This design comes from an exercise in tuning for small area, a short achievable clock period and few clock cycles per item on the open sky130 flow, not from production work.
Only simulation tests tie the RTL to the original design; equivalence was not proved.
No activity file was given, so power comes from the tool's default toggle rates.

## exec_stage
module exec_stage (
    input  logic             clk,
    input  logic             rst,            
    input  logic             req_valid,
    input  logic [4:0]       req_func,
    input  logic             req_opa_sel,
    input  logic             req_opb_sel,
    input  logic [1:0]       req_rs_fwd,
    input  logic [1:0]       req_rt_fwd,
    input  logic [32-1:0] req_rs,         
    input  logic [32-1:0] req_rt,
    input  logic [32-1:0] req_ext,        
    input  logic [32-1:0] fwd_alu_res,
    input  logic [32-1:0] fwd_mem_res,
    output logic             rsp_valid,
    output logic [32-1:0] rsp_result,
    output logic [32-1:0] store_data_o,
    output logic             md_busy_o
);
clock: 6.5 ns
lec_check: 0
abc_area: 1
cap_margin: 20
core_margin: 2
core_utilization: 40
slew_margin: 20
standard.sh (not shown) runs the stock make flow with config.mk's settings and CLKGATE_MAP_FILE= SYNTH_SCRIPT=/design/flow/synth_recipe.tcl, a recipe that flattens the netlist after the stock synthesis.
==> flow/flow/run.sh <==
#!/bin/bash
set -o pipefail
cp standard.sh standard_sh_copy.log
export BUFFER_PORTS_ARGS="-buffer_cell sky130_fd_sc_hd__buf_2"
bash standard.sh > standard.log 2>&1
Testbench counts at the start, summed over its fixed seeds: cycles 44,261, items 24,016.
==> next run, changes <==
--- a/flow/design.v
+++ b/flow/design.v
@@ -279,42 +279,49 @@
     logic [32-1:0]   a_load;
     logic [32-1:0]   b_load;
     assign md_op     = (func_i == ALU_MULT) || (func_i == ALU_MULTU) ||
                        (func_i == ALU_DIV)  || (func_i == ALU_DIVU);
     assign op_mul    = (func_i == ALU_MULT) || (func_i == ALU_MULTU);
     assign op_signed = (func_i == ALU_MULT) || (func_i == ALU_DIV);
     assign a_neg     = (func_i == ALU_DIV) && opa_i[32-1];
     assign b_neg     = (func_i == ALU_DIV) && opb_i[32-1];
-    assign a_load    = a_neg ? -opa_i : opa_i;
     assign b_load    = op_mul ? opb_i : (b_neg ? opb_i : ~opb_i);
     logic               mul_last;
-    logic               mul_prev;
-    logic [8:0]         mul_bits;
     logic [3:0]         bth_neg;
     logic [34:0]        bth_pp [4];
     logic [39:0]        mul_op [6];
     logic [39:0]        csa_s1, csa_c1, csa_s2, csa_c2, csa_s3, csa_c3, csa_s4, csa_c4;
     logic [39:0]        mul_sum;
     assign mul_last = (cnt[1:0] == 2'd3);
-    assign mul_bits = {lo[7:0], mul_prev};
+    logic [3:0]         bd_one;
+    logic [3:0]         bd_two;
+    logic [3:0]         bd_neg;
+    logic [8:0]         bd_next;
+    logic [3:0]         bd_one_d;
+    logic [3:0]         bd_two_d;
+    logic [3:0]         bd_neg_d;
+    assign bd_next = busy ? {lo[15:8], lo[7]} : {opa_i[7:0], 1'b0};
     always_comb
     begin
         for (int i = 0; i < 4; i++)
         begin
-            logic [2:0]  g;
-            logic [34:0] mag;
-            g = mul_bits[2*i +: 3];
-            case (g)
-                3'b001, 3'b010, 3'b101, 3'b110: mag = {md_d[32], md_d[32], md_d};
-                3'b011, 3'b100:                 mag = {md_d[32], md_d, 1'b0};
-                default:                        mag = '0;
-            endcase
-            bth_neg[i] = g[2] && !(g[1] && g[0]);
-            bth_pp[i]  = bth_neg[i] ? ~mag : mag;
+            bd_one_d[i] = bd_next[2*i] ^ bd_next[2*i+1];
+            bd_two_d[i] = (bd_next[2*i+2] && !bd_next[2*i+1] && !bd_next[2*i]) ||
+                          (!bd_next[2*i+2] && bd_next[2*i+1] && bd_next[2*i]);
+            bd_neg_d[i] = bd_next[2*i+2] && !(bd_next[2*i+1] && bd_next[2*i]);
+        end
+    end
+    always_comb
+    begin
+        for (int i = 0; i < 4; i++)
+        begin
+            bth_neg[i] = bd_neg[i];
+            bth_pp[i]  = (({35{bd_one[i]}} & {md_d[32], md_d[32], md_d}) |
+                          ({35{bd_two[i]}} & {md_d[32], md_d, 1'b0})) ^ {35{bd_neg[i]}};
         end
     end
     assign mul_op[0] = {{8{hi[32-1]}}, hi};
     assign mul_op[1] = {{5{bth_pp[0][34]}}, bth_pp[0]};
     assign mul_op[2] = {{3{bth_pp[1][34]}}, bth_pp[1], 1'b0, bth_neg[0]};
     assign mul_op[3] = {bth_pp[2][34], bth_pp[2], 1'b0, bth_neg[1], 2'b0};
     assign mul_op[4] = {bth_pp[3][33:0], 1'b0, bth_neg[2], 4'b0};
     assign mul_op[5] = {((mul_last && !sgn && lo[7]) ? md_d[32-1:0] : 32'd0),
@@ -367,22 +374,25 @@
     logic               div_skip;
     assign div_skip = (cnt == 4'd0) && !(div_cin && md_d[32-1:0] == '1) && (lo[32-1:24] == '0);
     always_ff @(posedge clk)
     begin
         if (!busy && start_i && md_op)
         begin
             md_d   <= {op_mul ? (op_signed && opb_i[32-1]) : 1'b1, b_load};
             div_cin <= !b_neg;
-            mul_prev <= 1'b0;
             is_mul <= op_mul;
             sgn    <= op_signed;
         end
-        else if (busy)
-            mul_prev <= lo[7];
+    end
+    always_ff @(posedge clk)
+    begin
+        bd_one <= bd_one_d;
+        bd_two <= bd_two_d;
+        bd_neg <= bd_neg_d;
     end
     always_ff @(posedge clk)
     begin
         if (!rst)
         begin
             busy   <= 1'b0;
             cnt    <= '0;
             hi     <= '0;
@@ -444,23 +454,28 @@
             end
             else if (func_i == ALU_MTLO)
             begin
                 lo     <= opa_i;
                 neg_lo <= 1'b0;
             end
         end
     end
+    logic               rd_op;
     logic               rd_hi;
-    logic [32-1:0]   rd_raw;
-    logic               rd_neg;
+    logic [32-1:0]   ng_src;
+    logic               ng_en;
+    logic [32-1:0]   ng_res;
+    assign rd_op  = (func_i == ALU_MFHI) || (func_i == ALU_MFLO);
     assign rd_hi  = (func_i == ALU_MFHI);
-    assign rd_raw = rd_hi ? hi : lo;
-    assign rd_neg = rd_hi ? neg_hi : neg_lo;
-    assign hilo_o = rd_neg ? -rd_raw : rd_raw;
+    assign ng_src = !rd_op ? opa_i  : (rd_hi ? hi : lo);
+    assign ng_en  = !rd_op ? a_neg  : (rd_hi ? neg_hi : neg_lo);
+    assign ng_res = ng_en ? -ng_src : ng_src;
+    assign a_load = ng_res;
+    assign hilo_o = ng_res;
     assign busy_o = busy;
 endmodule
 `timescale 1ns/1ps
 module exec_stage (
     input  logic             clk,
     input  logic             rst,            
     input  logic             req_valid,
     input  logic [4:0]       req_func,
Via count is about the same.
Sequential power is higher by about 10%.
Routed wire length is lower by about 0.9%.
Worst setup slack improves by 250 ps.
Total power is higher by 74%.
Synthesized area is higher by 2.3%.
Flip-flop and latch count is higher by 11.
Critical path depth is lower by 3.
Non-clock buffer count is lower by 14.
Testbench counts after the change, summed over its fixed seeds: cycles 44,261, items 24,016.

what the ideal ports hide:
Ports are ideal in the flow. The routed layouts listed here were re-timed in OpenROAD. Step 1 sets driving cells, clkbuf_16 on the clock port and buf_2 on the other inputs (assumed; they add their load-dependent delay and slew). Step 2 times the ports against the registers' clock, not the clock port: input delays grow and output delays shrink by t, the midpoint of the rising clock arrivals with the driver on. Slacks: ideal / step 1 / step 2; pairs: ideal / step 1.
run	shift t [ns]	setup WS [ns]	latest minus earliest clock arrival (ns)	worst register clock-pin slew, ns	pins driven straight from the clock port
the first run	0.521	0.533 / 0.533 / 0.416	0.024 / 0.024	0.08 / 0.08	1
the second run	0.554	0.782 / 0.782 / 0.526	0.017 / 0.016	0.07 / 0.07	1
After both steps setup and hold are still met in every run listed. The setup slack of the second run, which loses most, moves by 0.000 ns with the drivers and by -0.256 ns with both steps.
